This is an optimization exercise on Yosys and OpenROAD, whose aim is small area and a short achievable clock period, not a production implementation.
RTL that was checked went through simulation tests only; none was proved equivalent to the original.
The RTL of runs 3 and 4 was laid out without a check of its function.
Power is estimated from default activity; no workload was simulated.

==> flow/constraint.sdc <==
create_clock -name core_clock -period 6.0 [get_ports {CLK}]
set_input_delay 1.2000 -clock core_clock [delete_from_list [all_inputs] [get_ports {CLK}]]
set_output_delay 1.2000 -clock core_clock [all_outputs]
set_load 0.01 [all_outputs]
==> flow/run.sh <==
#!/bin/bash
# synth_recipe.tcl (not shown) runs the flow's synth.tcl, then flattens the netlist and writes it again
# the make line also repeats each setting of config.mk as NAME=value (left out here)
make -C /OpenROAD-flow-scripts/flow DESIGN_CONFIG=/design/flow/config.mk WORK_HOME=/design/flow/orfs CLKGATE_MAP_FILE= SYNTH_SCRIPT=/design/flow/synth_recipe.tcl finish
==> flow/config.mk <==
export PLATFORM = sky130hd
export DESIGN_NAME = spi_acl_responder
export DESIGN_NICKNAME = spi_acl_responder
export VERILOG_FILES = /design/flow/design.v
export SDC_FILE = /design/flow/constraint.sdc
export NUM_CORES = 4
export LEC_CHECK = 0
export ABC_CLOCK_PERIOD_IN_PS = 3000
export CAP_MARGIN = 20
export CORE_MARGIN = 2
export CORE_UTILIZATION = 40
export CTS_BUF_LIST = sky130_fd_sc_hd__clkbuf_4 sky130_fd_sc_hd__clkbuf_8
export SETUP_SLACK_MARGIN = 3.0
export SLEW_MARGIN = 20
==> flow/design.v <==
`timescale 1ns/1ps
module spi_acl_responder #(
  parameter int          ADDR_W  = 6,
  parameter logic [7:0]  DEVID   = 8'hAD,
  parameter int          SYNC_FF = 2
) (
  input  logic              CLK,
  input  logic              RST,
  input  logic              SCLK,
  input  logic              SS,
  input  logic              SDI,
  output logic              SDO,
  input  logic              smp_valid,
  input  logic [7:0]        smp_x,
  input  logic [7:0]        smp_y,
  input  logic [7:0]        smp_z,
  output logic [7:0]        pwr_ctl,
  output logic              wr_stb,
  output logic [ADDR_W-1:0] wr_addr,
  output logic [7:0]        wr_data,
  output logic              frame_done,
  output logic              cmd_err
);
  localparam logic [7:0] CMD_WR = 8'h0A;
  localparam logic [7:0] CMD_RD = 8'h0B;
  localparam logic [5:0] A_DEV  = 6'h00;
  localparam logic [5:0] A_X    = 6'h08;
  localparam logic [5:0] A_Y    = 6'h09;
  localparam logic [5:0] A_Z    = 6'h0A;
  localparam logic [5:0] A_PWR  = 6'h2D;
  typedef enum logic [2:0] {
    S_IDLE, S_CMD, S_ADDR, S_WDATA, S_RDATA, S_IGNORE
  } state_t;
  state_t state, state_next;
  logic [1:0] sclk_sync, ss_sync, sdi_sync;
  logic sclk_s, ss_s, sdi_s, sclk_d, ss_d;
  logic rise, fall, ss_rise, ss_fall, active, byte_done;
  logic [2:0] bit_cnt;
  logic [7:0] rx_sr, rx_next, tx_sr, tx_next;
  logic [5:0] addr, load_addr, addr_inc;
  logic       addr_bad, load_bad, hi_bad;
  logic       is_rd, got_byte, wr_ok, read_only, tx_load, tx_shift;
  logic [7:0] ld_val;
  logic       sdo_q;
  logic [7:0] pwr_q, smp_xq, smp_yq, smp_zq;
  logic       smp_ok;
  logic [2:0] rot8, rot7, rot5;
  logic       clr;
  logic [4:0] pa;
  logic [7:0] head [8];
  logic [2:0] hl [8];
  logic [7:0] head_sel;
  logic [2:0] hl_sel;
  logic [7:0] cand0, cand1;
  assign sclk_s  = sclk_sync[1];
  assign ss_s    = ss_sync[1];
  assign sdi_s   = sdi_sync[1];
  assign rise    = sclk_s & ~sclk_d;
  assign fall    = ~sclk_s & sclk_d;
  assign ss_rise = ss_s & ~ss_d;
  assign ss_fall = ~ss_s & ss_d;
  assign active    = (state != S_IDLE) && !ss_s;
  assign rx_next   = {rx_sr[6:0], sdi_s};
  assign byte_done = active && rise && (bit_cnt == 3'd7);
  assign hi_bad    = rx_next[7:6] != 2'b00;
  assign read_only = (addr == A_DEV) || (addr == A_X) || (addr == A_Y) || (addr == A_Z);
  assign wr_ok     = byte_done && (state == S_WDATA) && !addr_bad && !read_only;
  assign addr_inc  = addr + 6'd1;
  assign pwr_ctl = pwr_q;
  assign SDO     = sdo_q;
  always_ff @(posedge CLK) begin
    sclk_sync <= {sclk_sync[0], SCLK};
    sdi_sync  <= {sdi_sync[0], SDI};
    sclk_d    <= sclk_s;
    if (RST) begin
      ss_sync <= '0;
      ss_d    <= 1'b0;
    end else begin
      ss_sync <= {ss_sync[0], SS};
      ss_d    <= ss_s;
    end
  end
  always_ff @(posedge CLK) begin
    if (RST) state <= S_IDLE;
    else     state <= state_next;
  end
  always_comb begin
    state_next = state;
    if (ss_s) begin
      state_next = S_IDLE;
    end else begin
      case (state)
        S_IDLE:  if (ss_fall) state_next = S_CMD;
        S_CMD:   if (byte_done)
                   state_next = (rx_next == CMD_WR || rx_next == CMD_RD) ? S_ADDR : S_IGNORE;
        S_ADDR:  if (byte_done) state_next = is_rd ? S_RDATA : S_WDATA;
        default: state_next = state;
      endcase
    end
  end
  always_comb begin
    if (state == S_ADDR) begin
      load_addr = rx_next[5:0];
      load_bad  = hi_bad;
    end else begin
      load_addr = addr_inc;
      load_bad  = addr_bad;
    end
  end
  always_comb begin
    if (load_bad)                 ld_val = 8'h00;
    else if (load_addr == A_DEV)  ld_val = DEVID;
    else if (load_addr == A_X)    ld_val = smp_ok ? smp_xq : 8'h00;
    else if (load_addr == A_Y)    ld_val = smp_ok ? smp_yq : 8'h00;
    else if (load_addr == A_Z)    ld_val = smp_ok ? smp_zq : 8'h00;
    else if (load_addr == A_PWR)  ld_val = pwr_q;
    else                          ld_val = load_addr[0] ? cand1 : cand0;
  end
  assign tx_load  = active && byte_done && state_next == S_RDATA;
  assign tx_shift = active && state == S_RDATA && fall && bit_cnt != 3'd0;
  assign tx_next  = tx_load ? ld_val : tx_shift ? {tx_sr[6:0], 1'b0} : tx_sr;
  always_ff @(posedge CLK) begin
    tx_sr <= tx_next;
    if (!active) begin
      bit_cnt  <= '0;
      got_byte <= 1'b0;
    end else begin
      if (rise) begin
        rx_sr   <= rx_next;
        bit_cnt <= bit_cnt + 3'd1;
      end
      if (byte_done) got_byte <= 1'b1;
      if (byte_done && state == S_CMD) is_rd <= (rx_next == CMD_RD);
      if (byte_done && (state == S_ADDR || state == S_WDATA || state == S_RDATA)) begin
        addr     <= load_addr;
        addr_bad <= load_bad;
      end
    end
  end
  always_ff @(posedge CLK) begin
    if (RST) sdo_q <= 1'b0;
    else     sdo_q <= (state_next == S_RDATA && !ss_sync[0]) ? tx_next[7] : 1'b0;
  end
  always_ff @(posedge CLK) begin
    if (RST) pwr_q <= 8'h00;
    else if (wr_ok && addr == A_PWR) pwr_q <= rx_next;
    if (smp_valid) begin
      smp_xq <= smp_x;
      smp_yq <= smp_y;
      smp_zq <= smp_z;
    end
    if (RST) smp_ok <= 1'b0;
    else if (smp_valid) smp_ok <= 1'b1;
  end
  always_ff @(posedge CLK) begin
    if (RST) begin
      rot8 <= 3'd0;
      rot7 <= 3'd1;
      rot5 <= 3'd3;
      clr  <= 1'b1;
    end else begin
      rot8 <= rot8 + 3'd1;
      rot7 <= (rot7 == 3'd7) ? 3'd1 : rot7 + 3'd1;
      rot5 <= (rot5 == 3'd7) ? 3'd3 : rot5 + 3'd1;
      if (rot8 == 3'd7) clr <= 1'b0;
    end
  end
  assign hl[0] = rot7;
  assign hl[1] = rot5;
  assign hl[2] = rot8;
  assign hl[3] = rot8;
  assign hl[4] = rot8;
  assign hl[5] = (rot7 == 3'd5) ? 3'd0 : rot7;
  assign hl[6] = rot8;
  assign hl[7] = rot8;
  function automatic int rlen(input int r);
    case (r)
      0:       rlen = 7;
      1:       rlen = 5;
      5:       rlen = 7;
      default: rlen = 8;
    endcase
  endfunction
  for (genvar r = 0; r < 8; r++) begin : g_ring
    localparam int L = rlen(r);
    logic [8*L-1:0] q;
    logic ins;
    assign ins     = clr || (wr_addr[5:3] == 3'(r) && wr_addr[2:0] == hl[r]);
    assign head[r] = q[7:0];
    always_ff @(posedge CLK) q <= {ins ? wr_data : q[7:0], q[8*L-1:8]};
  end
  always_comb begin
    if (state == S_ADDR) pa = (bit_cnt == 3'd7) ? rx_sr[4:0] : {rx_sr[3:0], sdi_s};
    else                 pa = addr_inc[5:1];
  end
  assign head_sel = head[pa[4:2]];
  assign hl_sel   = hl[pa[4:2]];
  always_ff @(posedge CLK) begin
    if (hl_sel[2:1] == pa[1:0]) begin
      if (hl_sel[0]) cand1 <= head_sel;
      else           cand0 <= head_sel;
    end
  end
  always_ff @(posedge CLK) begin
    if (RST) begin
      wr_stb     <= 1'b0;
      wr_addr    <= '0;
      wr_data    <= '0;
      frame_done <= 1'b0;
      cmd_err    <= 1'b0;
    end else begin
      wr_stb     <= wr_ok;
      frame_done <= ss_rise && got_byte;
      if (wr_ok) begin
        wr_addr <= addr;
        wr_data <= rx_next;
      end
      if (byte_done && state == S_CMD && rx_next != CMD_WR && rx_next != CMD_RD)
        cmd_err <= 1'b1;
    end
  end
endmodule
==> impl_metrics.env, run 1 <==
export IMPL_outcome="complete, no violations"
export IMPL_skew_ps=27.55
export IMPL_drt_total_wl_mm=30.63
export IMPL_hold_viol_final=0
export IMPL_slowest_delay_ps=600
export IMPL_path_class="flop to output pin"
export IMPL_cpMaxStageDelayCell="clkdlybuf4s50_1"
export IMPL_grt_setup_unrepaired="yes"
export IMPL_path_cells="clkdlybuf4s50_1"
export IMPL_cts_hold_buf=0
export IMPL_cts_root_buffer="clkbuf_8"
export IMPL_arrival_ps=1710
export IMPL_path_buf_inv=1
export IMPL_setup_viol=0
export IMPL_cp_max_fo=7
export IMPL_hp_class="flop to flop"
export IMPL_tightest_slew_ps=1073
export IMPL_cts_tree="built"
export IMPL_io_pins=56
export IMPL_first_pass_iters=5
export IMPL_gr_total_overflow=0
export IMPL_drv_cap=0
export IMPL_maxSlewViolCount=0
export IMPL_leakagePower_nw=7.756
export IMPL_drc=0
export IMPL_finalNonFillerCells=1848
export IMPL_max_freq_ghz=0.3437
export IMPL_ir_drop_v=0.0001618
export IMPL_finalCritPeriodShare_pct=48.49
export IMPL_wl_per_cell_um=16.57
export IMPL_grt_pass1_vias=8624
export IMPL_synth_edf_count=62
export IMPL_drt_iter0_drc=539
export IMPL_die_h_um=205.2
export IMPL_clk_latency_ps=650
export IMPL_grt_start_max_net_pins=41
export IMPL_grt_first_pass_wirelength_mm=48.02
export IMPL_cts_made_buffers=87
export IMPL_synth_ff_latch_count=587
export IMPL_end_kind="output pin"
export IMPL_antenna_left=0
export IMPL_portBuffers=55
export IMPL_dr_total_vias=8540
export IMPL_post_place_cells=1679
export IMPL_mappedNetlistArea_mm2=0.01619
export IMPL_rows=73
export IMPL_synth_main_ff_cell="dfxtp_1"
export IMPL_critPathLaunchType="flop"
export IMPL_fin_area_mm2=0.01948
export IMPL_clkSlewWorstSetupHoldPaths_ps=60
export IMPL_area_growth_pct=20.32
export IMPL_die_w_um=205.2
export IMPL_cts_path_max_buffers=3
export IMPL_layout_commonest_cell="dfxtp_1"
export IMPL_start_util_pct=40.66
export IMPL_drive_above_1_share_pct=22.52
export IMPL_cts_sinks=587
export IMPL_dieArea_mm2=0.04211
export IMPL_dp_hpwl_mm=19.35
export IMPL_syn_avg_cell_area_um2=14.29
export IMPL_ys_seq_area_share_pct=76.41
export IMPL_syn_nets=1177
export IMPL_yosys_warnings=3
export IMPL_layout_min_cycle_time_ps=2910
export IMPL_layout_common_cells="dfxtp_1 (513), clkbuf_8 (110), mux2_2 (68)"
export IMPL_setup_tns_ps=0
export IMPL_grt_use_total_pct=14.90
export IMPL_antenna_cells=0
export IMPL_fin_nets=1300
export IMPL_postSynthCellCount=1133
export IMPL_gp_congestion=0.8764
export IMPL_required_ps=4800
export IMPL_p_per_area_mw_per_mm2=385.3
export IMPL_viasPerCell=4.621
export IMPL_synthArstFlopShare_pct=0
export IMPL_synth_cell_types=75
export IMPL_core_area_mm2=0.03982
export IMPL_whs_ps=298.4
export IMPL_placed_area_mm2=0.01728
export IMPL_antenna_found_initial=0
export IMPL_slew_headroom_pct=28.44
export IMPL_fillCellCount=3519
export IMPL_crit_family="buffers and inverters"
export IMPL_cts_max_level=3
-- cells in the mapped netlist (all sizes together) (4+ instances only) --
library cell | count | share of area, %
and2 | 9 | 0.35
and3 | 11 | 0.43
a311oi | 5 | 0.27
nor2 | 66 | 1.5
nor2b | 9 | 0.35
nor4 | 5 | 0.19
a221oi | 4 | 0.22
mux2 | 70 | 4.9
o22a | 4 | 0.22
nor3b | 4 | 0.22
a211oi | 7 | 0.39
a21oi | 28 | 0.89
o22ai | 5 | 0.19
clkbuf | 21 | 0.49
xnor2 | 6 | 0.32
xor2 | 8 | 0.43
a31oi | 12 | 0.50
ha | 14 | 1.1
o21ai | 23 | 0.78
edfxtp | 62 | 11
inv | 22 | 0.53
buf | 16 | 0.70
o211ai | 4 | 0.19
nand2b | 5 | 0.19
nor3 | 15 | 0.46
a31o | 4 | 0.22
dfxtp | 525 | 65
nand2 | 50 | 1.2
mux2i | 44 | 2.7
nand3 | 19 | 0.59
-- flip-flops by register name, indices dropped and copies added, names as in the netlist, 8 cells and up --
signal    flops
wr_data       8
cand0         8
tx_sr         8
smp_zq        8
pwr_q         8
cand1         8
g_ring.q    472
smp_yq        8
smp_xq        8
-- kinds of logic after synthesis --
| family | Yosys count | synth area share [%] |
|---|---|---|
| flip-flops | 587 | 76.41 |
| AND/OR/NAND/NOR | 215 | 6.591 |
| AO/OA/AOI/OAI | 129 | 5.765 |
| multiplexers | 114 | 7.611 |
| buffers and inverters | 59 | 1.716 |
| adder cells (fa/ha/maj) | 15 | 1.151 |
| XOR/XNOR | 14 | 0.7573 |
-- cell type report --
| type | instances | area [um^2] | area share, % |
|---|---|---|---|
| clock buffer | 138 | 1724 | 8.850 |
| inverter | 22 | 85.08 | 0.4367 |
| tap | 525 | 656.9 | 3.372 |
| clock inverter | 18 | 187.7 | 0.9633 |
| sequential | 587 | 12390 | 63.62 |
| timing repair buffer | 69 | 686.9 | 3.526 |
| multi-input combinational | 489 | 3747 | 19.23 |
-- worst paths after layout --
| path | to | from | slack [ps] | cells past startpoint |
|---|---|---|---|---|
| worst max-delay path | wr_addr[3] | wr_addr[3] | 3090 | 1 |
| worst min-delay path | g_ring[4].q[42] | g_ring[4].q[50] | 300 | 0 |
| worst max register to register | tx_sr[6] | addr[1] | 3140 | 8 |
| worst min register to register | g_ring[4].q[42] | g_ring[4].q[50] | 300 | 0 |
-- through the flow --
| step | utilization (%) | total power, W | setup slack (ps) |
|---|---|---|---|
| floorplan | - | 0.004153 | 3138 |
| detailed placement | 43.39 | 0.004202 | 2054 |
| global route | 48.92 | 0.007801 | 2986 |
| global placement | 43.36 | 0.004198 | 2241 |
| CTS | 48.63 | 0.007615 | 3011 |
| finish | 48.92 | 0.007506 | 3090 |
-- metal layers --
layer  wire length [um]  global-route usage [%]  vias up
met3               1619                   4.197       61
met5                  0                       0        -
met4                781                   6.166        0
li1                   -                       -     4199
met2              13440                   22.86      213
met1              14790                   19.84     4067
-- where the power goes --
part	internal (W)	switching, W
Sequential	0.00399	0.0000286
Combinational	0.0000527	0.0000463
Clock	0.00193	0.00146
Total	0.00597	0.00153
-- repair_timing --
action	CTS	global route
setup endpoints to repair	73	55
buffers inserted	4	7
pin swaps	5	2
gates cloned	2	0
gates resized for setup	35	11
==> run 2, diff against run 1 <==
--- a/flow/config.mk
+++ b/flow/config.mk
@@ -7,3 +7,2 @@
 export LEC_CHECK = 0
-export ABC_CLOCK_PERIOD_IN_PS = 3000
 export CAP_MARGIN = 20
@@ -11,4 +10,2 @@
 export CORE_UTILIZATION = 40
-export CTS_BUF_LIST = sky130_fd_sc_hd__clkbuf_4 sky130_fd_sc_hd__clkbuf_8
-export SETUP_SLACK_MARGIN = 3.0
 export SLEW_MARGIN = 20
==> run 2 against run 1 <==
Clock skew down 2.1 ps. Combinational power decreased by 5.4%. Non-clock buffer count fell by 3. Utilization is 0.50 points lower. Register-to-register slack lost 1400 ps. Final cell count fell by 3.2%. Total power grew 3.0%. Maximum frequency decreased by 32%. Worst hold slack improved by 11 ps. Sequential share of layout area up 0.54 points. Global-route usage decreased by 0.11 points.
==> impl_metrics.env, run 2 <==
export IMPL_synth_edf_count=62
export IMPL_yosysTopAreaCellShare_pct=64.91
export IMPL_leakagePower_nw=7.648
export IMPL_mappedNetlistArea_mm2=0.01619
export IMPL_cpMaxStageDelayCell="nor3_1"
export IMPL_end_kind="flop"
export IMPL_core_area_mm2=0.03982
export IMPL_slew_headroom_pct=31.41
export IMPL_fin_area_mm2=0.01928
export IMPL_synth_ff_latch_count=587
export IMPL_finalCritPeriodShare_pct=71.07
export IMPL_cp_depth=7
export IMPL_cts_hold_buf=0
export IMPL_skew_ps=25.50
export IMPL_r2r_end="cand0[0]"
export IMPL_grt_use_total_pct=14.80
export IMPL_cts_path_max_buffers=3
export IMPL_syn_avg_cell_area_um2=14.29
export IMPL_postSynthCellCount=1133
export IMPL_die_h_um=205.2
export IMPL_synth_common_cells="dfxtp_1 (525), mux2_2 (68), nor2_1 (66)"
export IMPL_tightest_slew_ps=1026
export IMPL_start_util_pct=40.66
export IMPL_path_class="flop to flop"
export IMPL_hold_viol_final=0
export IMPL_cts_setup_buffers=0
export IMPL_rrSetupSlack_ps=1740
export IMPL_grt_start_max_net_pins=41
export IMPL_clk_latency_ps=590
export IMPL_netSwitchingFraction_pct=19.73
export IMPL_first_pass_iters=5
export IMPL_fin_nets=1263
export IMPL_setup_tns_ps=0
export IMPL_hp_start="g_ring[1].q[32]"
export IMPL_cts_tree="built"
export IMPL_p_int_w=0.006207
export IMPL_cts_root_buffer="clkbuf_16"
export IMPL_drc=0
export IMPL_io_pins=56
export IMPL_cts_sinks=587
export IMPL_yosysMostFrequentCell="dfxtp_1"
export IMPL_critPathLaunchType="flop"
export IMPL_path_cells="or3b_4 > nand4_1 > nand3_1 > o21ai_0 > or4_1 > nand3_1 > nor3_1"
export IMPL_viasPerCell=4.725
export IMPL_yosys_warnings=3
export IMPL_largest_register="g_ring.q"
export IMPL_gp_congestion=0.8922
export IMPL_rows=73
export IMPL_r2r_start="state[1]"
export IMPL_area_growth_pct=19.09
export IMPL_cts_made_buffers=55
export IMPL_die_w_um=205.2
export IMPL_reg2regPathDepth=7
export IMPL_cp_endpoint="cand0[0]"
export IMPL_p_comb_share_pct=1.2
export IMPL_ys_seq_area_share_pct=76.41
export IMPL_layout_min_cycle_time_ps=4264
export IMPL_maxSlewViolCount=0
export IMPL_cts_resized_gates=0
export IMPL_p_clk_share_pct=46.8
export IMPL_placed_area_mm2=0.01731
export IMPL_drive_above_1_share_pct=15.82
export IMPL_slowest_delay_ps=840
export IMPL_drt_iter0_drc=502
export IMPL_path_buf_inv=0
export IMPL_whs_ps=309.1
export IMPL_cts_max_level=2
export IMPL_antenna_cells=0
export IMPL_setup_viol=0
export IMPL_required_ps=6200
export IMPL_yosysTopAreaCell="dfxtp_1"
export IMPL_synth_area_leaders="dfxtp_1 (65%), edfxtp_1 (11%), mux2_2 (4.7%)"
export IMPL_seqPwrFrac_pct=52.0
export IMPL_p_per_area_mw_per_mm2=401.0
export IMPL_gr_total_overflow=0
export IMPL_arrival_ps=4460
export IMPL_grt_setup_unrepaired="no"
export IMPL_grt_pass1_vias=8356
export IMPL_clkSlewWorstSetupHoldPaths_ps=60
export IMPL_largest_reg_flops=472
export IMPL_switchingPower_w=0.001526
export IMPL_crit_family="simple AND/OR/NAND/NOR gates"
export IMPL_outcome="complete, no violations"
export IMPL_crit_start="state[1]"
export IMPL_drt_total_wl_mm=30.57
export IMPL_cp_max_fo=25
export IMPL_hp_class="flop to flop"
export IMPL_drv_cap=0
export IMPL_antenna_left=0
export IMPL_portBuffers=55
export IMPL_syn_nets=1177
export IMPL_setup_ws_ps=1736
export IMPL_post_place_ws_ps=1741
export IMPL_layout_commonest_cell="dfxtp_1"
export IMPL_crit_top_cell="nand3_1"
export IMPL_dr_total_vias=8453
export IMPL_synthArstFlopShare_pct=0
export IMPL_max_freq_ghz=0.2345
export IMPL_layout_common_cells="dfxtp_1 (525), mux2_2 (68), nor2_1 (66)"
export IMPL_dp_hpwl_mm=19.88
export IMPL_wl_per_cell_um=17.09
export IMPL_synth_main_ff_cell="dfxtp_1"
export IMPL_ir_drop_v=0.0002270
export IMPL_antenna_found_initial=0
export IMPL_grt_first_pass_wirelength_mm=47.46
export IMPL_synth_cell_types=75
export IMPL_dieArea_mm2=0.04211
-- run 2: cell counts after synthesis --
Identical to the previous run, type by type.
-- run 2: cell type report --
type | instances | area [um^2]
repair buffers | 66 | 628.1
clock inverters | 23 | 265.3
fillers | 3470 | 20540
well taps | 525 | 656.9
clock buffers | 79 | 1704
multi-input cells | 487 | 3572
flip-flops and latches | 587 | 12370
inverters | 22 | 85.08
-- run 2: worst min path at each step --
stage | to | depth (start not counted)
finish | g_ring[1].q[24] | 0
global route | g_ring[5].q[1] | 0
CTS | g_ring[0].q[35] | 0
detailed placement | g_ring[0].q[41] | 0
global placement | g_ring[3].q[33] | 0
floorplan | g_ring[0].q[0] | 0
-- run 2: cell families after synthesis --
logic type                 after synthesis  synth area share (%)
adders and majority gates               15                 1.151
xor gates and xnor gates                14                0.7573
AOI/OAI and AO/OA                      129                 5.765
buffers and inverters                   59                 1.716
muxes                                  114                 7.611
DFF                                    587                 76.41
and+or+nand+nor                        215                 6.591
-- run 2: stage by stage --
stage,utilization [%],total power [W],std cells
after CTS,48.42,0.007828,1789
after floorplan,-,0.004152,1133
after detailed placement,43.48,0.004201,1687
final,48.42,0.007733,1789
after global routing,48.42,0.008001,1789
after global placement,43.48,0.004198,1687
-- run 2: routing by layer --
metal | GRT usage, % | up-vias | wire length (um)
met5 | 0 | - | 0
met4 | 6.141 | 0 | 864
li1 | - | 4120 | -
met3 | 3.041 | 69 | 1547
met1 | 20.18 | 4056 | 14730
met2 | 22.97 | 208 | 13420
-- run 2: power groups by stage --
stage / combinational [W] / sequential, W / clock (W)
CTS: 0.0000949 / 0.00402 / 0.00371
global placement: 0.0000887 / 0.00411 / 0
global route: 0.000108 / 0.00402 / 0.00387
finish: 0.0000937 / 0.00402 / 0.00362
detailed placement: 0.0000934 / 0.00411 / 0
floorplan: 0.0000557 / 0.00410 / 0
==> run 3, diff against run 2 <==
--- a/flow/design.v
+++ b/flow/design.v
@@ -49,6 +49,7 @@
   logic [4:0] pa;
-  logic [7:0] head [8];
+  logic [7:0] tail [8];
   logic [2:0] hl [8];
-  logic [7:0] head_sel;
-  logic [2:0] hl_sel;
+  logic [7:0] tail_sel;
+  logic [2:0] cap_sel;
+  logic       cap0, cap1;
   logic [7:0] cand0, cand1;
@@ -188,3 +189,3 @@
     assign ins     = clr || (wr_addr[5:3] == 3'(r) && wr_addr[2:0] == hl[r]);
-    assign head[r] = q[7:0];
+    assign tail[r] = q[8*L-1:8*L-8];
     always_ff @(posedge CLK) q <= {ins ? wr_data : q[7:0], q[8*L-1:8]};
@@ -195,9 +196,11 @@
   end
-  assign head_sel = head[pa[4:2]];
-  assign hl_sel   = hl[pa[4:2]];
-  always_ff @(posedge CLK) begin
-    if (hl_sel[2:1] == pa[1:0]) begin
-      if (hl_sel[0]) cand1 <= head_sel;
-      else           cand0 <= head_sel;
-    end
+  always_ff @(posedge CLK) begin
+    cap_sel <= pa[4:2];
+    cap0    <= hl[pa[4:2]] == {pa[1:0], 1'b0};
+    cap1    <= hl[pa[4:2]] == {pa[1:0], 1'b1};
+  end
+  assign tail_sel = tail[cap_sel];
+  always_ff @(posedge CLK) begin
+    if (cap0) cand0 <= tail_sel;
+    if (cap1) cand1 <= tail_sel;
   end
--- a/flow/config.mk
+++ b/flow/config.mk
@@ -7,2 +7,3 @@
 export LEC_CHECK = 0
+export ABC_CLOCK_PERIOD_IN_PS = 2200
 export CAP_MARGIN = 20
@@ -10,2 +11,6 @@
 export CORE_UTILIZATION = 40
+export CTS_BUF_LIST = sky130_fd_sc_hd__clkbuf_16
+export CTS_CLUSTER_DIAMETER = 60
+export CTS_CLUSTER_SIZE = 30
+export SETUP_SLACK_MARGIN = 3.8
 export SLEW_MARGIN = 20
==> run 3 against run 2 <==
Still clean on timing, DRC and antenna. Setup slack better by 1500 ps. Global-route usage rose by 0.30 points. Worst hold slack gained 10 ps. Clock skew down 10 ps. Maximum frequency grew 55%. Final area up 1.9%. Clock power is 36% lower. Combinational power rose by 6.6%. Largest cell class unchanged. Largest power group unchanged.
==> impl_metrics.env, run 3 <==
export IMPL_grt_pass1_vias=8446
export IMPL_syn_nets=1142
export IMPL_cp_max_fo=6
export IMPL_setup_viol=0
export IMPL_drt_total_wl_mm=32.15
export IMPL_p_int_w=0.005095
export IMPL_r2r_start="addr[1]"
export IMPL_yosysTopAreaCell="dfxtp_1"
export IMPL_cts_tree="built"
export IMPL_drc=0
export IMPL_die_h_um=204.8
export IMPL_synth_ff_latch_count=592
export IMPL_clkSlewWorstSetupHoldPaths_ps=100
export IMPL_yosysTopAreaCellShare_pct=65.81
export IMPL_core_area_mm2=0.03973
export IMPL_max_freq_ghz=0.3644
export IMPL_hp_class="flop to flop"
export IMPL_ys_seq_area_share_pct=77.36
export IMPL_r2r_end="tx_sr[2]"
export IMPL_start_util_pct=40.58
export IMPL_drive_above_1_share_pct=28.16
export IMPL_rrSetupSlack_ps=3260
export IMPL_synth_cell_types=70
export IMPL_cts_sinks=592
export IMPL_syn_avg_cell_area_um2=14.68
export IMPL_synth_edf_count=62
export IMPL_grt_use_total_pct=15.09
export IMPL_grt_start_max_net_pins=40
export IMPL_netSwitchingFraction_pct=21.12
export IMPL_grt_first_pass_wirelength_mm=48.56
export IMPL_slew_headroom_pct=45.49
export IMPL_outcome="complete, no violations"
export IMPL_antenna_cells=0
export IMPL_dieArea_mm2=0.04193
export IMPL_rows=73
export IMPL_dr_total_vias=8551
export IMPL_largest_reg_flops=472
export IMPL_io_pins=56
export IMPL_maxSlewViolCount=0
export IMPL_switchingPower_w=0.001364
export IMPL_leakagePower_nw=7.708
export IMPL_largest_register="g_ring.q"
export IMPL_cts_root_buffer="clkbuf_16"
export IMPL_area_growth_pct=21.85
export IMPL_clk_latency_ps=580
export IMPL_dp_hpwl_mm=18.61
export IMPL_wl_per_cell_um=17.97
export IMPL_setup_tns_ps=0
export IMPL_gr_total_overflow=0
export IMPL_gp_congestion=0.8972
export IMPL_end_kind="flop"
export IMPL_cts_max_level=1
export IMPL_reg2regPathDepth=8
export IMPL_p_clk_share_pct=35.7
export IMPL_hold_depth=0
export IMPL_fin_area_mm2=0.01964
export IMPL_seqPwrFrac_pct=62.7
export IMPL_antenna_left=0
export IMPL_synth_main_ff_cell="dfxtp_1"
export IMPL_cts_made_buffers=28
export IMPL_hold_viol_final=0
export IMPL_mappedNetlistArea_mm2=0.01612
export IMPL_drv_cap=0
export IMPL_path_class="flop to flop"
export IMPL_yosys_warnings=3
export IMPL_ir_drop_v=0.0002007
export IMPL_drt_iter0_drc=461
export IMPL_layout_common_cells="dfxtp_1 (499), buf_4 (81), mux2_2 (67)"
export IMPL_first_pass_iters=5
export IMPL_arrival_ps=3080
export IMPL_p_comb_share_pct=1.5
export IMPL_synthArstFlopShare_pct=0
export IMPL_viasPerCell=4.780
export IMPL_tightest_slew_ps=817.7
export IMPL_hp_start="g_ring[6].q[18]"
export IMPL_finalCritPeriodShare_pct=45.74
export IMPL_synth_area_leaders="dfxtp_1 (66%), edfxtp_1 (12%), mux2_2 (4.7%)"
export IMPL_postSynthCellCount=1098
export IMPL_p_per_area_mw_per_mm2=328.8
export IMPL_required_ps=6340
export IMPL_yosysMostFrequentCell="dfxtp_1"
export IMPL_placed_area_mm2=0.01732
export IMPL_antenna_found_initial=0
export IMPL_fin_nets=1291
export IMPL_fin_util_pct=49.44
export IMPL_critPathLaunchType="flop"
export IMPL_synth_common_cells="dfxtp_1 (530), nor2_1 (74), mux2_2 (67)"
export IMPL_layout_commonest_cell="dfxtp_1"
export IMPL_skew_ps=15.19
export IMPL_cts_path_max_buffers=3
export IMPL_portBuffers=55
export IMPL_worstHoldEndpoint="g_ring[6].q[10]"
export IMPL_layout_min_cycle_time_ps=2745
export IMPL_grt_setup_unrepaired="yes"
export IMPL_die_w_um=204.8
run 3: layout make-up:
cell class | instances | area, um^2
fill | 3297 | 20090
sequential | 592 | 12560
clock inverter | 18 | 252.7
timing repair buffer | 153 | 1434
clock buffer | 29 | 725.7
multi-input combinational | 454 | 3944
inverter | 18 | 67.56
tap | 525 | 656.9
run 3: how the worst max path moves through the flow:
stage | start | to | slack [ps] | cells past startpoint
CTS | addr[1] | tx_sr[2] | 3370 | 8
detailed placement | state[1] | tx_sr[2] | 2840 | 6
finish | addr[1] | tx_sr[2] | 3260 | 8
floorplan | state[0] | tx_sr[2] | 3430 | 8
global placement | state[1] | tx_sr[2] | 2890 | 6
global route | addr[1] | tx_sr[5] | 3220 | 8
run 3: repair_timing:
action / CTS / global route
setup buffers: 69 / 21
cloned: 3 / 1
hold buffers: 0 / 0
endpoints found under the setup margin: 94 / 102
gates resized for setup: 239 / 49
pin swaps: 25 / 25
run 3: cells by family after synthesis:
family	after synthesis	synth area share, %
adder cells (fa/ha/maj)	14	1.087
multiplexers	114	8.203
AND/OR/NAND/NOR	198	6.364
AO/OA/AOI/OAI	111	4.773
XOR/XNOR	15	0.8149
flip-flops	592	77.36
buffers and inverters	54	1.397
run 3: power by group through the flow:
| stage | Sequential (W) | Clock (W) | Combinational (W) |
|---|---|---|---|
| after global routing | 0.00406 | 0.00251 | 0.000111 |
| after detailed placement | 0.00415 | 0 | 0.0000931 |
| final | 0.00405 | 0.00231 | 0.0000999 |
| after CTS | 0.00405 | 0.00237 | 0.0000976 |
| after floorplan | 0.00413 | 0 | 0.0000557 |
| after global placement | 0.00415 | 0 | 0.0000892 |
run 3: metal layers:
layer / vias to the layer above / GRT usage [%] / part of all wire [%]
li1: 4080 / - / -
met1: 4172 / 19.52 / 44
met2: 225 / 26.06 / 48
met3: 74 / 2.020 / 4.2
met4: 0 / 4.943 / 3.3
met5: - / 0 / 0
run 3: per-stage QoR:
stage | std cells | hold slack, ps | setup slack, ps | power [W]
CTS | 1767 | 322.3 | 3368 | 0.006519
detailed placement | 1648 | 312.1 | 2837 | 0.004245
global route | 1789 | 326.4 | 3221 | 0.006675
floorplan | 1098 | 309.6 | 3432 | 0.004190
finish | 1789 | 319.2 | 3255 | 0.006459
global placement | 1648 | 309.8 | 2887 | 0.004242
run 3: critical path, cell delays in order (launching register included):
cell	delay, ps
edfxtp_1	500
ha_2	240
xor2_1	170
nor2_2	170
a32o_2	290
or4b_4	520
nor2_4	190
nor3b_2	80
a221o_1	320
==> run 4, diff against run 3 <==
--- a/flow/config.mk
+++ b/flow/config.mk
@@ -11,5 +11,3 @@
 export CORE_UTILIZATION = 40
-export CTS_BUF_LIST = sky130_fd_sc_hd__clkbuf_16
-export CTS_CLUSTER_DIAMETER = 60
-export CTS_CLUSTER_SIZE = 30
+export CTS_BUF_LIST = sky130_fd_sc_hd__clkbuf_4 sky130_fd_sc_hd__clkbuf_8
 export SETUP_SLACK_MARGIN = 3.8
==> run 4 against run 3 <==
Final cell count grew 6.2%. Area after synthesis unchanged. Sequential share of layout area shrank 3.0 points. Clock power grew 47%. Setup slack better by 75 ps. Largest cell class unchanged. Combinational power about the same. Clock skew grew 18 ps. Register-to-register slack improved by 70 ps. Utilization is 2.4 points higher. Highest routed layer unchanged. First-iteration DRC count is 0.65% lower.
==> impl_metrics.env, run 4 <==
export IMPL_dp_hpwl_mm=18.61
export IMPL_antenna_found_initial=0
export IMPL_synth_common_cells="dfxtp_1 (530), nor2_1 (74), mux2_2 (67)"
export IMPL_critPathLaunchType="flop"
export IMPL_synth_top_family_by_area="multiplexers"
export IMPL_antenna_left=0
export IMPL_cts_max_level=3
export IMPL_cts_root_buffer="clkbuf_8"
export IMPL_fin_util_pct=51.85
export IMPL_synth_area_leaders="dfxtp_1 (66%), edfxtp_1 (12%), mux2_2 (4.7%)"
export IMPL_syn_avg_cell_area_um2=14.68
export IMPL_grt_first_pass_wirelength_mm=51.26
export IMPL_grt_setup_unrepaired="yes"
export IMPL_clk_latency_ps=620
export IMPL_largest_register="g_ring.q"
export IMPL_cts_made_buffers=86
export IMPL_arrival_ps=3030
export IMPL_synth_cell_types=70
export IMPL_path_class="flop to flop"
export IMPL_yosys_mux_area_fraction_pct=8.203
export IMPL_drv_cap=0
export IMPL_finalCritPeriodShare_pct=44.50
export IMPL_synthXorXnorAreaFrac_pct=0.8149
export IMPL_required_ps=6360
export IMPL_regArea_mm2=0.01256
export IMPL_rrSetupSlack_ps=3330
export IMPL_grt_pass1_vias=9181
export IMPL_skew_ps=33.22
export IMPL_p_per_area_mw_per_mm2=366.6
export IMPL_postSynthCellCount=1098
export IMPL_dr_total_vias=8971
export IMPL_drt_iter0_drc=458
export IMPL_gp_congestion=0.8972
export IMPL_synth_fa_ha_area_share_pct=1.087
export IMPL_hp_class="flop to flop"
export IMPL_ys_seq_area_share_pct=77.36
export IMPL_layout_min_cycle_time_ps=2670
export IMPL_end_kind="flop"
export IMPL_worstHoldEndpoint="g_ring[6].q[0]"
export IMPL_maxSlewViolCount=0
export IMPL_hold_viol_final=0
export IMPL_layout_common_cells="dfxtp_1 (498), clkbuf_8 (106), buf_4 (93)"
export IMPL_syn_nets=1142
export IMPL_rows=73
export IMPL_fin_nets=1360
export IMPL_portBuffers=55
export IMPL_yosysTopAreaCell="dfxtp_1"
export IMPL_cts_tree="built"
export IMPL_ir_drop_v=0.0001533
export IMPL_r2r_end="tx_sr[6]"
export IMPL_leakagePower_nw=8.298
export IMPL_p_total_w=0.007552
export IMPL_core_area_mm2=0.03973
export IMPL_drt_total_wl_mm=33.89
export IMPL_layout_commonest_cell="dfxtp_1"
export IMPL_synthArstFlopShare_pct=0
export IMPL_mappedNetlistArea_mm2=0.01612
export IMPL_r2r_start="addr[1]"
export IMPL_io_pins=56
export IMPL_reg2regPathDepth=8
export IMPL_setup_tns_ps=0
export IMPL_setup_viol=0
export IMPL_synth_ff_latch_count=592
export IMPL_clkSlewWorstSetupHoldPaths_ps=60
export IMPL_area_growth_pct=27.78
export IMPL_fin_area_mm2=0.02060
export IMPL_cp_max_fo=5
export IMPL_grt_start_max_net_pins=40
export IMPL_synth_simple_area_share_pct=6.364
export IMPL_die_h_um=204.8
export IMPL_tightest_slew_ps=864.5
export IMPL_synth_main_ff_cell="dfxtp_1"
export IMPL_die_w_um=204.8
export IMPL_cts_path_max_buffers=3
export IMPL_hp_start="g_ring[6].q[8]"
export IMPL_grt_use_total_pct=15.98
export IMPL_slew_headroom_pct=42.37
export IMPL_yosys_warnings=3
export IMPL_hold_depth=0
export IMPL_yosysTopAreaCellShare_pct=65.81
export IMPL_outcome="complete, no violations"
export IMPL_gr_total_overflow=0
export IMPL_wl_per_cell_um=17.84
export IMPL_cts_sinks=592
export IMPL_drive_above_1_share_pct=34.33
export IMPL_synth_edf_count=62
export IMPL_dieArea_mm2=0.04193
export IMPL_placed_area_mm2=0.01732
export IMPL_fillCellCount=3244
export IMPL_max_freq_ghz=0.3745
export IMPL_largest_reg_flops=472
export IMPL_synth_compound_area_share_pct=4.773
export IMPL_drc=0
export IMPL_yosysMostFrequentCell="dfxtp_1"
export IMPL_viasPerCell=4.722
export IMPL_first_pass_iters=5
export IMPL_antenna_cells=0
export IMPL_start_util_pct=40.58
export IMPL_cts_hold_buf=0
export IMPL_multi_input_area_mm2=0.003945
==> run 4: cell counts after synthesis <==
No cell type changed its count.
==> run 4: what timing repair did <==
action,in CTS,in global routing
gates resized for setup,237,50
pin swaps,32,35
setup endpoints to repair,94,87
cloned,3,1
setup buffers,69,32
==> run 4: power by group <==
group / switching, W / internal (W) / leakage [nW]
combinational: 0.0000485 / 0.0000520 / 2.44
clock: 0.00144 / 0.00195 / 0.992
sequential: 0.0000374 / 0.00402 / 4.86
==> run 4: critical path: stages (launching register included) <==
cell	delay [ps]
edfxtp_1	510
nand3_2	140
or3_4	350
a32o_2	330
or4b_4	250
nor2_4	60
a222oi_1	410
nor3b_2	90
a221o_1	280
==> run 4: cell type report <==
cell class	count	share of cell area [%]
clock buffers	127	7.847
clock inverters	20	1.227
inverters	18	0.3280
multi-input cells	454	19.15
flip-flops and latches	592	60.98
well taps	525	3.189
repair buffers	164	7.276
==> run 4: logic make-up after synthesis <==
family / Yosys count
flops: 592
simple gates: 198
mux: 114
compound gates: 111
buf+inv: 54
xor+xnor: 15
fa+ha+maj: 14
==> run 4: through the flow <==
stage	hold WS [ps]	worst slack (ps)	cells
2_1_floorplan	309.6	3432	1098
3_3_place_gp	309.8	2887	1648
3_5_place_dp	312.1	2837	1648
4_1_cts	295.4	3384	1867
5_1_grt	298.1	3262	1900
6_report	292.3	3330	1900
==> run 4: how the worst max path moves through the flow <==
| stage | start | to | slack, ps | cells after the start |
|---|---|---|---|---|
| after floorplan | state[0] | tx_sr[2] | 3430 | 8 |
| after global routing | addr[1] | tx_sr[6] | 3260 | 8 |
| after CTS | addr[1] | tx_sr[2] | 3380 | 8 |
| after global placement | state[1] | tx_sr[2] | 2890 | 6 |
| final | addr[1] | tx_sr[6] | 3330 | 8 |
| after detailed placement | state[1] | tx_sr[2] | 2840 | 6 |
==> run 4: layer usage <==
metal | vias up | part of all wire, % | global-route usage, %
li1 | 4247 | - | -
met1 | 4356 | 43 | 19.48
met2 | 281 | 48 | 26.97
met3 | 87 | 5.0 | 3.563
met4 | 0 | 3.2 | 7.246
met5 | - | 0 | 0

==> separate check: timing with driven ports <==
How much do the figures lean on ideal ports? The routed layouts below were timed once more, with nothing changed but the port constraints.
Step 1 (the two cells are an assumption about what drives the block):
set clk [get_ports {CLK}]
set_driving_cell -lib_cell sky130_fd_sc_hd__clkbuf_16 $clk
set_driving_cell -lib_cell sky130_fd_sc_hd__buf_2 [delete_from_list [all_inputs] $clk]
Step 2 also shifts input and output timing later by t, the mid clock arrival at the registers, as if the neighbouring blocks saw the same clock.
a / b / c = no drivers / after step 1 / after step 2; a / b = the first two.
| run | t, ns | setup WS [ns] | hold slack, ns | worst setup path at the end | worst register clock-pin slew, ns |
|---|---|---|---|---|---|
| run 1 | 0.682 | 3.090 / 3.042 / 3.138 | 0.298 / 0.298 / 0.298 | register to register | 0.07 / 0.07 |
| run 2 | 0.633 | 1.736 / 1.736 / 1.736 | 0.309 / 0.309 / 0.309 | register to register | 0.07 / 0.07 |
| run 3 | 0.629 | 3.255 / 3.255 / 3.255 | 0.319 / 0.319 / 0.319 | register to register | 0.11 / 0.11 |
| run 4 | 0.645 | 3.330 / 3.330 / 3.330 | 0.292 / 0.292 / 0.292 | register to register | 0.07 / 0.07 |
After both steps setup and hold are still met in every run listed.
